This is an optimization exercise on Yosys and OpenROAD, whose aim is small area, not a production implementation.
At most, simulation tests tie the RTL to the original design; equivalence was not proved.
Power figures rest on the tool's default switching activity, not on a simulated workload.

maple:
## ddr4_fine_sweep
module ddr4_fine_sweep #(
  parameter int LANES        = 16,
  parameter int DELAY_TAPS   = 64,
  parameter int COARSE_STEPS = 8,
  parameter int SPAN         = 32,
  parameter int SAMPLES      = 4,
  parameter int SETTLE       = 2,
  parameter int MIN_WIDTH    = 6,
  parameter int TIMEOUT      = 256
) (
  input  logic                                        clk,
  input  logic                                        rst,
  input  logic                                        fine_start,
  input  logic [$clog2(COARSE_STEPS)-1:0]             coarse_sel,
  input  logic [LANES-1:0]                            read_ok,
  input  logic                                        read_valid,
  output logic [$clog2(DELAY_TAPS)-1:0]               delay_tap,
  output logic                                        read_req,
  output logic                                        busy,
  output logic                                        fine_done,
  output logic                                        fine_failed,
  output logic [LANES-1:0]                            lane_valid,
  output logic [LANES*$clog2(DELAY_TAPS)-1:0]         best_start,
  output logic [LANES*$clog2(DELAY_TAPS)-1:0]         best_end,
  output logic [LANES*$clog2(DELAY_TAPS+1)-1:0]       best_width
);
  localparam int TAPW = $clog2(DELAY_TAPS);
  localparam int WW   = $clog2(DELAY_TAPS + 1);
  localparam int RW   = $clog2(SPAN + 1);       
  localparam logic [2:0] S_IDLE   = 3'd0;
  localparam logic [2:0] S_SETTLE = 3'd1;
  localparam logic [2:0] S_RREQ   = 3'd2;
  localparam logic [2:0] S_RWAIT  = 3'd3;
  localparam logic [2:0] S_EVAL   = 3'd4;
  localparam logic [2:0] S_FINISH = 3'd5;
  localparam logic [2:0] S_REPORT = 3'd6;
  logic [2:0]      r_state;
  logic [TAPW-1:0] r_tap;
  logic [1:0]      r_blk;     
  ...
Settings: LEC_CHECK=0, CAP_MARGIN=20, CORE_MARGIN=2, CORE_UTILIZATION=40, SLEW_MARGIN=20; clock period 5.0 ns.
standard.sh (not shown) runs the stock make flow with config.mk's settings and CLKGATE_MAP_FILE= SYNTH_SCRIPT=/design/flow/synth_recipe.tcl, a recipe that flattens the netlist after the stock synthesis.
==> flow/flow/run.sh <==
#!/bin/bash
# Own layout flow: the standard ORFS flow with an area-oriented synthesis mapping, the
# smallest buffer on every port, and no dummy clock-tree loads. Each tool's output is logged.
set -euo pipefail
W=$(pwd)
F=$W/flow
bash standard.sh \
  SYNTH_SCRIPT=$F/synth.tcl \
  FLOW_ABC_SCRIPT=$F/area.abc \
  BUFFER_PORTS_ARGS="-buffer_cell sky130_fd_sc_hd__buf_1" \
  CTS_ARGS="-sink_clustering_enable -repair_clock_nets -dont_use_dummy_load -buf_list {sky130_fd_sc_hd__clkbuf_4 sky130_fd_sc_hd__clkbuf_8} -sink_clustering_size 14 -sink_clustering_max_diameter 50" \
  finish > $W/flow_make.log 2>&1
cp -r $W/orfs/logs $W/flow_logs 2>/dev/null || true
==> flow/flow/area.abc <==
strash
ifraig
dc2
dch -f
map -a
mfs2
strash
dc2
dch -f
map -a
mfs2
strash
dch -f
map -a
topo
==> flow/flow/synth.tcl <==
# The standard synthesis (synth_recipe.tcl) with two changes to the combinational mapping only:
# Yosys's extract_fa is skipped and abc runs an area-oriented script (flow/area.abc).
# Flip-flop mapping and register names are unchanged.
proc synth {args} { yosys synth -nofsm -noshare {*}$args }
proc extract_fa {args} { puts "flow: extract_fa skipped" }
proc abc {args} {
  set i [lsearch $args -script]
  lset args [expr {$i + 1}] $::env(FLOW_ABC_SCRIPT)
  puts "flow: abc $args"
  yosys abc {*}$args
}
source $::env(SCRIPTS_DIR)/synth.tcl
# left out here: clear keep_hierarchy, flatten, clean up, hide names made inside functions, write 1_2_yosys.v
Changes in garnet relative to maple:
diff --git a/flow/flow/run.sh b/flow/flow/run.sh
--- a/flow/flow/run.sh
+++ b/flow/flow/run.sh
@@ -11 +11 @@
-  CTS_ARGS="-sink_clustering_enable -repair_clock_nets -dont_use_dummy_load -buf_list {sky130_fd_sc_hd__clkbuf_4 sky130_fd_sc_hd__clkbuf_8} -sink_clustering_size 14 -sink_clustering_max_diameter 50" \
+  CTS_ARGS="-sink_clustering_enable -repair_clock_nets -dont_use_dummy_load -buf_list sky130_fd_sc_hd__clkbuf_8 -sink_clustering_size 18 -sink_clustering_max_diameter 50" \
[summary]
The flow did not stop early for garnet: all stages ran, and the layout cleared the timing, DRC and antenna checks. Between maple and garnet, the post-layout instance count excluding filler cells figures differ only marginally. Wire length of the first global-routing pass of maple is on par with garnet. As far as signed area change from the synthesized netlist to the final layout is concerned, maple and garnet perform about the same. Reported for maple and garnet, total global routing overflow turned out identical to the last digit. Compared with maple, in garnet amount of wire on met3 after detailed routing now smaller; post-detailed-routing wire length neither gained nor lost much.
What violet does differently from garnet at the input level:
diff --git a/flow/flow/run.sh b/flow/flow/run.sh
--- a/flow/flow/run.sh
+++ b/flow/flow/run.sh
@@ -11 +11 @@
-  CTS_ARGS="-sink_clustering_enable -repair_clock_nets -dont_use_dummy_load -buf_list sky130_fd_sc_hd__clkbuf_8 -sink_clustering_size 18 -sink_clustering_max_diameter 50" \
+  CTS_ARGS="-sink_clustering_enable -repair_clock_nets -dont_use_dummy_load -buf_list sky130_fd_sc_hd__clkbuf_8 -sink_clustering_size 24 -sink_clustering_max_diameter 60" \
--- outcome ---
- Taking garnet as the reference, in violet final area down about 0.36%; share of total power in sequential cells up 0.8 points; hold slack up 0.0075 ns.
- Re fmax: violet and garnet aren't equal, and the higher value belongs to violet.
- Compared with garnet, in violet total track usage has remained practically unchanged; cell count has remained practically unchanged; global routing met1 resource utilization has decreased; transition time of the tightest slew-check pin has decreased.
- Area growth from synthesis to final layout, violet and garnet: lower on violet
- Compared with garnet, violet shows core utilization lower by 0.17 points.
Function was not checked in any run of this note: the RTL went through the layout flow alone.

* * *

ddr4_fine_sweep, a different RTL version from the one above (not shown whole).
For scale: roughly 2,000 cells after synthesis, roughly 310 flip-flops, about 350 I/O pins, ~15,000 um^2 of cells after synthesis.
Settings: LEC_CHECK=0, CAP_MARGIN=20, CORE_MARGIN=2, CORE_UTILIZATION=40, SLEW_MARGIN=20; clock period 5.0 ns.
==> flow/flow/run.sh <==
#!/bin/bash
# Own layout flow: the standard ORFS flow with an area-oriented synthesis mapping, the
# smallest buffer on every port, and no dummy clock-tree loads. Each tool's output is logged.
set -euo pipefail
W=$(pwd)
F=$W/flow
bash standard.sh \
  SYNTH_SCRIPT=$F/synth.tcl \
  FLOW_ABC_SCRIPTS="$F/m1.abc $F/m2.abc $F/m3.abc $F/m4.abc $F/m5.abc $F/m6.abc $F/m7.abc $F/m8.abc" \
  BUFFER_PORTS_ARGS="-buffer_cell sky130_fd_sc_hd__buf_1" \
  CTS_ARGS="-sink_clustering_enable -repair_clock_nets -dont_use_dummy_load -buf_list sky130_fd_sc_hd__clkbuf_8 -sink_clustering_size 20 -sink_clustering_max_diameter 50" \
  SKIP_REPAIR_TIE_FANOUT=1 CORE_UTILIZATION=65 PLACE_DENSITY=0.75 \
  finish > $W/flow_make.log 2>&1
cp -r $W/orfs/logs $W/flow_logs 2>/dev/null || true
==> flow/flow/m1.abc <==
strash
balance -l
resub -K 6 -l
rewrite -l
resub -K 6 -N 2 -l
refactor -l
resub -K 8 -l
balance -l
resub -K 8 -N 2 -l
rewrite -l
resub -K 10 -l
rewrite -z -l
resub -K 10 -N 2 -l
balance -l
resub -K 12 -l
refactor -z -l
resub -K 12 -N 2 -l
rewrite -z -l
balance -l
dch -f
amap
mfs2
strash
dch -f
amap
mfs2
strash
balance -l
resub -K 6 -l
rewrite -l
resub -K 6 -N 2 -l
refactor -l
resub -K 8 -l
balance -l
resub -K 8 -N 2 -l
rewrite -l
resub -K 10 -l
rewrite -z -l
resub -K 10 -N 2 -l
balance -l
resub -K 12 -l
refactor -z -l
resub -K 12 -N 2 -l
rewrite -z -l
balance -l
dch -f
amap
topo
dnsize
==> flow/flow/m2.abc <==
strash
balance -l
resub -K 6 -l
rewrite -l
resub -K 6 -N 2 -l
refactor -l
resub -K 8 -l
balance -l
resub -K 8 -N 2 -l
rewrite -l
resub -K 10 -l
rewrite -z -l
resub -K 10 -N 2 -l
balance -l
resub -K 12 -l
refactor -z -l
resub -K 12 -N 2 -l
rewrite -z -l
balance -l
dch -f
amap -F 4 -A 10
mfs2
strash
dch -f
amap -F 4 -A 10
mfs2
strash
balance -l
resub -K 6 -l
rewrite -l
resub -K 6 -N 2 -l
refactor -l
resub -K 8 -l
balance -l
resub -K 8 -N 2 -l
rewrite -l
resub -K 10 -l
rewrite -z -l
resub -K 10 -N 2 -l
balance -l
resub -K 12 -l
refactor -z -l
resub -K 12 -N 2 -l
rewrite -z -l
balance -l
dch -f
amap -F 4 -A 10
topo
dnsize
==> flow/flow/m3.abc <==
strash
balance -l
resub -K 6 -l
rewrite -l
resub -K 6 -N 2 -l
refactor -l
resub -K 8 -l
balance -l
resub -K 8 -N 2 -l
rewrite -l
resub -K 10 -l
rewrite -z -l
resub -K 10 -N 2 -l
balance -l
resub -K 12 -l
refactor -z -l
resub -K 12 -N 2 -l
rewrite -z -l
balance -l
dch -f
amap -m
mfs2
strash
dch -f
amap -m
mfs2
strash
balance -l
resub -K 6 -l
rewrite -l
resub -K 6 -N 2 -l
refactor -l
resub -K 8 -l
balance -l
resub -K 8 -N 2 -l
rewrite -l
resub -K 10 -l
rewrite -z -l
resub -K 10 -N 2 -l
balance -l
resub -K 12 -l
refactor -z -l
resub -K 12 -N 2 -l
rewrite -z -l
balance -l
dch -f
amap -m
topo
dnsize
==> flow/flow/m4.abc <==
strash
balance -l
resub -K 6 -l
rewrite -l
resub -K 6 -N 2 -l
refactor -l
resub -K 8 -l
balance -l
resub -K 8 -N 2 -l
rewrite -l
resub -K 10 -l
rewrite -z -l
resub -K 10 -N 2 -l
balance -l
resub -K 12 -l
refactor -z -l
resub -K 12 -N 2 -l
rewrite -z -l
balance -l
dch -f
amap -F 2 -A 8 -C 1000
mfs2
strash
dch -f
amap -F 2 -A 8 -C 1000
mfs2
strash
balance -l
resub -K 6 -l
rewrite -l
resub -K 6 -N 2 -l
refactor -l
resub -K 8 -l
balance -l
resub -K 8 -N 2 -l
rewrite -l
resub -K 10 -l
rewrite -z -l
resub -K 10 -N 2 -l
balance -l
resub -K 12 -l
refactor -z -l
resub -K 12 -N 2 -l
rewrite -z -l
balance -l
dch -f
amap -F 2 -A 8 -C 1000
topo
dnsize
==> flow/flow/m5.abc <==
strash
balance -l
resub -K 6 -l
rewrite -l
resub -K 6 -N 2 -l
refactor -l
resub -K 8 -l
balance -l
resub -K 8 -N 2 -l
rewrite -l
resub -K 10 -l
rewrite -z -l
resub -K 10 -N 2 -l
balance -l
resub -K 12 -l
refactor -z -l
resub -K 12 -N 2 -l
rewrite -z -l
balance -l
dch -f
amap
mfs2
strash
dch -f
amap
mfs2
strash
dch -f
amap
mfs2
strash
balance -l
resub -K 6 -l
rewrite -l
resub -K 6 -N 2 -l
refactor -l
resub -K 8 -l
balance -l
resub -K 8 -N 2 -l
rewrite -l
resub -K 10 -l
rewrite -z -l
resub -K 10 -N 2 -l
balance -l
resub -K 12 -l
refactor -z -l
resub -K 12 -N 2 -l
rewrite -z -l
balance -l
dch -f
amap
topo
dnsize
==> flow/flow/m6.abc <==
strash
balance -l
resub -K 6 -l
rewrite -l
resub -K 6 -N 2 -l
refactor -l
resub -K 8 -l
balance -l
resub -K 8 -N 2 -l
rewrite -l
resub -K 10 -l
rewrite -z -l
resub -K 10 -N 2 -l
balance -l
resub -K 12 -l
refactor -z -l
resub -K 12 -N 2 -l
rewrite -z -l
balance -l
dch -f
map -a
mfs2
strash
dch -f
map -a
mfs2
strash
balance -l
resub -K 6 -l
rewrite -l
resub -K 6 -N 2 -l
refactor -l
resub -K 8 -l
balance -l
resub -K 8 -N 2 -l
rewrite -l
resub -K 10 -l
rewrite -z -l
resub -K 10 -N 2 -l
balance -l
resub -K 12 -l
refactor -z -l
resub -K 12 -N 2 -l
rewrite -z -l
balance -l
dch -f
map -a
topo
dnsize
==> flow/flow/m7.abc <==
strash
balance -l
resub -K 6 -l
rewrite -l
resub -K 6 -N 2 -l
refactor -l
resub -K 8 -l
balance -l
resub -K 8 -N 2 -l
rewrite -l
resub -K 10 -l
rewrite -z -l
resub -K 10 -N 2 -l
balance -l
resub -K 12 -l
refactor -z -l
resub -K 12 -N 2 -l
rewrite -z -l
balance -l
dch -f
amap -F 2 -A 8 -C 1000
mfs2
strash
dch -f
amap -F 2 -A 8 -C 1000
mfs2
strash
balance -l
resub -K 6 -l
rewrite -l
resub -K 6 -N 2 -l
refactor -l
resub -K 8 -l
balance -l
resub -K 8 -N 2 -l
rewrite -l
resub -K 10 -l
rewrite -z -l
resub -K 10 -N 2 -l
balance -l
resub -K 12 -l
refactor -z -l
resub -K 12 -N 2 -l
rewrite -z -l
balance -l
dch -f
amap -F 2 -A 8 -C 1000
mfs2
strash
dch -f
amap -F 2 -A 8 -C 1000
topo
dnsize
==> flow/flow/m8.abc <==
strash
ifraig
balance -l
resub -K 6 -l
rewrite -l
resub -K 6 -N 2 -l
refactor -l
resub -K 8 -l
balance -l
resub -K 8 -N 2 -l
rewrite -l
resub -K 10 -l
rewrite -z -l
resub -K 10 -N 2 -l
balance -l
resub -K 12 -l
refactor -z -l
resub -K 12 -N 2 -l
rewrite -z -l
balance -l
dch -f
amap -F 2 -A 8 -C 1000
mfs2
strash
balance -l
resub -K 6 -l
rewrite -l
resub -K 6 -N 2 -l
refactor -l
resub -K 8 -l
balance -l
resub -K 8 -N 2 -l
rewrite -l
resub -K 10 -l
rewrite -z -l
resub -K 10 -N 2 -l
balance -l
resub -K 12 -l
refactor -z -l
resub -K 12 -N 2 -l
rewrite -z -l
balance -l
dch -f
amap -F 2 -A 8 -C 1000
mfs2
strash
balance -l
resub -K 6 -l
rewrite -l
resub -K 6 -N 2 -l
refactor -l
resub -K 8 -l
balance -l
resub -K 8 -N 2 -l
rewrite -l
resub -K 10 -l
rewrite -z -l
resub -K 10 -N 2 -l
balance -l
resub -K 12 -l
refactor -z -l
resub -K 12 -N 2 -l
rewrite -z -l
balance -l
dch -f
amap -F 2 -A 8 -C 1000
topo
dnsize
==> flow/flow/synth.tcl <==
# The standard synthesis (synth_recipe.tcl) with two changes to the combinational mapping only:
# Yosys's extract_fa is skipped, and abc is run with each area-oriented script listed in
# FLOW_ABC_SCRIPTS, keeping the result with the smallest cell area.
# Flip-flop mapping and register names are unchanged.
proc synth {args} { yosys synth -nofsm -noshare {*}$args }
proc extract_fa {args} { puts "flow: extract_fa skipped" }
proc flow_area {f} {
  set fh [open $f r]; set t [read $fh]; close $fh
  if {[regexp {Chip area for module '[^']*': ([0-9.eE+-]+)} $t -> a]} { return $a }
  return 1e30
}
proc abc {args} {
  set i [lsearch $args -script]
  set libargs {}
  foreach lib $::env(LIB_FILES) { lappend libargs -liberty $lib }
  yosys design -save flow_pre_abc
  set best 1e30
  set n 0
  foreach scr $::env(FLOW_ABC_SCRIPTS) {
    yosys design -load flow_pre_abc
    lset args [expr {$i + 1}] $scr
    puts "flow: abc $args"
    yosys abc {*}$args
    set f $::env(RESULTS_DIR)/flow_abc_$n.stat
    yosys tee -q -o $f stat {*}$libargs
    set a [flow_area $f]
    puts "flow: abc script [file tail $scr]: area $a"
    if {$a < $best} {
      set best $a
      yosys design -save flow_best_abc
    }
    incr n
  }
  yosys design -load flow_best_abc
  puts "flow: kept abc result with area $best"
}
source $::env(SCRIPTS_DIR)/synth.tcl
# left out here: clear keep_hierarchy, flatten, clean up, hide names made inside functions, write 1_2_yosys.v
The first run ran to the end with no violations.
Then changed:
--- a/flow/flow/run.sh
+++ b/flow/flow/run.sh
@@ -10,5 +10,5 @@
   BUFFER_PORTS_ARGS="-buffer_cell sky130_fd_sc_hd__buf_1" \
   CTS_ARGS="-sink_clustering_enable -repair_clock_nets -dont_use_dummy_load -buf_list sky130_fd_sc_hd__clkbuf_8 -sink_clustering_size 20 -sink_clustering_max_diameter 50" \
-  SKIP_REPAIR_TIE_FANOUT=1 CORE_UTILIZATION=65 PLACE_DENSITY=0.75 \
+  SKIP_REPAIR_TIE_FANOUT=1 CORE_UTILIZATION=55 PLACE_DENSITY=0.65 \
   finish > $W/flow_make.log 2>&1
 cp -r $W/orfs/logs $W/flow_logs 2>/dev/null || true
Outcome:
- setup slack improves by 0.15 ns
- routed wire length came out higher by a few percent
- final area came out higher slightly
- worst hold slack degrades by 0.0074 ns
Then changed:
==> flow/flow/run.sh (replaced) <==
#!/bin/bash
# Own layout flow: the standard ORFS flow with an area-oriented synthesis mapping, the
# smallest buffer on every port, and no dummy clock-tree loads. Each tool's output is logged.
set -euo pipefail
W=$(pwd)
F=$W/flow
bash standard.sh \
  SYNTH_SCRIPT=$F/synth.tcl \
  FLOW_ABC_SCRIPTS="$F/m1.abc $F/m2.abc $F/m3.abc $F/m4.abc $F/m5.abc $F/m6.abc $F/m7.abc $F/m8.abc" \
  BUFFER_PORTS_ARGS="-buffer_cell sky130_fd_sc_hd__buf_1" \
  CTS_ARGS="-sink_clustering_enable -repair_clock_nets -dont_use_dummy_load -buf_list sky130_fd_sc_hd__clkbuf_8 -sink_clustering_size 16 -sink_clustering_max_diameter 40" \
  SKIP_REPAIR_TIE_FANOUT=1 CORE_UTILIZATION=65 PLACE_DENSITY=0.75 \
  finish > $W/flow_make.log 2>&1
cp -r $W/orfs/logs $W/flow_logs 2>/dev/null || true
Power goes up by about 1.1%.
Final cell count drops by 1.7%.
Maximum frequency came out lower by about 1.6%.
Then changed:
--- a/flow/flow/run.sh
+++ b/flow/flow/run.sh
@@ -10,5 +10,5 @@
   BUFFER_PORTS_ARGS="-buffer_cell sky130_fd_sc_hd__buf_1" \
   CTS_ARGS="-sink_clustering_enable -repair_clock_nets -dont_use_dummy_load -buf_list sky130_fd_sc_hd__clkbuf_8 -sink_clustering_size 16 -sink_clustering_max_diameter 40" \
-  SKIP_REPAIR_TIE_FANOUT=1 CORE_UTILIZATION=65 PLACE_DENSITY=0.75 \
+  SKIP_REPAIR_TIE_FANOUT=1 CORE_UTILIZATION=55 PLACE_DENSITY=0.65 CAP_MARGIN=0 SLEW_MARGIN=0 \
   finish > $W/flow_make.log 2>&1
 cp -r $W/orfs/logs $W/flow_logs 2>/dev/null || true
Register-to-register slack gains 0.11 ns.
Total power rose by 0.47%.
Global-route usage falls by 5.0 points.
Die area climbs by 18%.
Then changed:
==> flow/flow/run.sh (replaced) <==
#!/bin/bash
# Own layout flow: the standard ORFS flow with an area-oriented synthesis mapping, the
# smallest buffer on every port, and no dummy clock-tree loads. Each tool's output is logged.
set -euo pipefail
W=$(pwd)
F=$W/flow
bash standard.sh \
  SYNTH_SCRIPT=$F/synth.tcl \
  FLOW_ABC_SCRIPTS="$F/m1.abc $F/m2.abc $F/m3.abc $F/m4.abc $F/m5.abc $F/m6.abc" \
  BUFFER_PORTS_ARGS="-buffer_cell sky130_fd_sc_hd__buf_1" \
  CTS_ARGS="-sink_clustering_enable -repair_clock_nets -dont_use_dummy_load -buf_list sky130_fd_sc_hd__clkbuf_8 -sink_clustering_size 20 -sink_clustering_max_diameter 50" \
  SKIP_REPAIR_TIE_FANOUT=1 CORE_UTILIZATION=55 PLACE_DENSITY=0.65 \
  finish > $W/flow_make.log 2>&1
cp -r $W/orfs/logs $W/flow_logs 2>/dev/null || true
removed: flow/flow/m7.abc
removed: flow/flow/m8.abc
Result: Non-clock buffer count rose by 4; final cell count hardly moves; design area grows by 0.58%; sequential share of layout area goes down by 0.23 points; combinational power came out higher by 10%; hold slack gains 0.012 ns; sequential power goes up by about 1%.
Then changed:
--- a/flow/flow/run.sh
+++ b/flow/flow/run.sh
@@ -7,5 +7,5 @@
 bash standard.sh \
   SYNTH_SCRIPT=$F/synth.tcl \
-  FLOW_ABC_SCRIPTS="$F/m1.abc $F/m2.abc $F/m3.abc $F/m4.abc $F/m5.abc $F/m6.abc" \
+  FLOW_ABC_SCRIPTS="$F/a1.abc $F/a2.abc $F/a3.abc" \
   BUFFER_PORTS_ARGS="-buffer_cell sky130_fd_sc_hd__buf_1" \
   CTS_ARGS="-sink_clustering_enable -repair_clock_nets -dont_use_dummy_load -buf_list sky130_fd_sc_hd__clkbuf_8 -sink_clustering_size 20 -sink_clustering_max_diameter 50" \
==> flow/flow/a1.abc (new file) <==
strash
ifraig
dc2
dch -f
map -a
mfs2
strash
dc2
dch -f
map -a
mfs2
strash
dch -f
map -a
topo
==> flow/flow/a2.abc (new file) <==
strash
balance -l
resub -K 6 -l
rewrite -l
resub -K 6 -N 2 -l
refactor -l
resub -K 8 -l
balance -l
resub -K 8 -N 2 -l
rewrite -l
resub -K 10 -l
rewrite -z -l
resub -K 10 -N 2 -l
balance -l
resub -K 12 -l
refactor -z -l
resub -K 12 -N 2 -l
rewrite -z -l
balance -l
dch -f
map -a
mfs2
strash
dch -f
map -a
mfs2
strash
balance -l
resub -K 6 -l
rewrite -l
resub -K 6 -N 2 -l
refactor -l
resub -K 8 -l
balance -l
resub -K 8 -N 2 -l
rewrite -l
resub -K 10 -l
rewrite -z -l
resub -K 10 -N 2 -l
balance -l
resub -K 12 -l
refactor -z -l
resub -K 12 -N 2 -l
rewrite -z -l
balance -l
dch -f
map -a
topo
dnsize
==> flow/flow/a3.abc (new file) <==
strash
ifraig
balance -l
resub -K 6 -l
rewrite -l
resub -K 6 -N 2 -l
refactor -l
resub -K 8 -l
balance -l
resub -K 8 -N 2 -l
rewrite -l
resub -K 10 -l
rewrite -z -l
resub -K 10 -N 2 -l
balance -l
resub -K 12 -l
refactor -z -l
resub -K 12 -N 2 -l
rewrite -z -l
balance -l
dc2
dch -f
map -a
mfs2
strash
dc2
balance -l
resub -K 6 -l
rewrite -l
resub -K 6 -N 2 -l
refactor -l
resub -K 8 -l
balance -l
resub -K 8 -N 2 -l
rewrite -l
resub -K 10 -l
rewrite -z -l
resub -K 10 -N 2 -l
balance -l
resub -K 12 -l
refactor -z -l
resub -K 12 -N 2 -l
rewrite -z -l
balance -l
dch -f
map -a
mfs2
strash
dch -f
map -a
topo
dnsize
removed: flow/flow/m1.abc
removed: flow/flow/m2.abc
removed: flow/flow/m3.abc
removed: flow/flow/m4.abc
removed: flow/flow/m5.abc
removed: flow/flow/m6.abc
Result:
- total power rose by 4.5%
- cell count rose by 1.5%
- routed wire length fell by 0.31%
- cell area rose by 1.3%
- sequential power rose by 4.7%

## afterwards: timing with drivers on the ports
In the flow no input, the clock included, has a driving cell. The finished layouts below were timed again as built, in two steps. Step 1 sets driving cells, clkbuf_16 on the clock port and buf_2 on the other inputs (assumed; they add their load-dependent delay and slew). Step 2 adds t to the input delays and takes it off the output delays; t is the mean of the earliest and latest rising clock arrival at the registers after step 1. Input paths then give back, and output paths get back, about the clock's delay inside the block. a / b / c = ideal / step 1 / step 2; a / b = the first two.
| run | t, ns | setup WS [ns] | latest minus earliest clock arrival (ns) | slew at the worst register clock pin (ns) | worst data-port slew with drivers (ns) |
|---|---|---|---|---|---|
| maple | 0.574 | 0.863 / 0.863 / 0.863 | 0.056 / 0.057 | 0.09 / 0.09 | 0.08 |
| garnet | 0.574 | 0.802 / 0.802 / 0.802 | 0.056 / 0.056 | 0.10 / 0.10 | 0.08 |
| violet | 0.644 | 0.827 / 0.827 / 0.827 | 0.066 / 0.066 | 0.12 / 0.12 | 0.08 |
| the first run of note 2 | 0.624 | 1.014 / 0.967 / 1.175 | 0.077 / 0.076 | 0.12 / 0.12 | 0.06 |
| the second run of note 2 | 0.623 | 1.162 / 1.112 / 1.375 | 0.087 / 0.087 | 0.12 / 0.12 | 0.06 |
| the third run of note 2 | 0.590 | 1.099 / 1.047 / 1.244 | 0.060 / 0.060 | 0.10 / 0.10 | 0.06 |
| the fourth run of note 2 | 0.579 | 1.218 / 1.169 / 1.347 | 0.072 / 0.072 | 0.09 / 0.09 | 0.05 |
| the fifth run of note 2 | 0.582 | 0.667 / 0.667 / 0.667 | 0.041 / 0.041 | 0.10 / 0.10 | 0.05 |
| the sixth run of note 2 | 0.619 | 0.838 / 0.793 / 1.328 | 0.060 / 0.061 | 0.10 / 0.10 | 0.08 |
After both steps setup and hold are still met in every run listed.
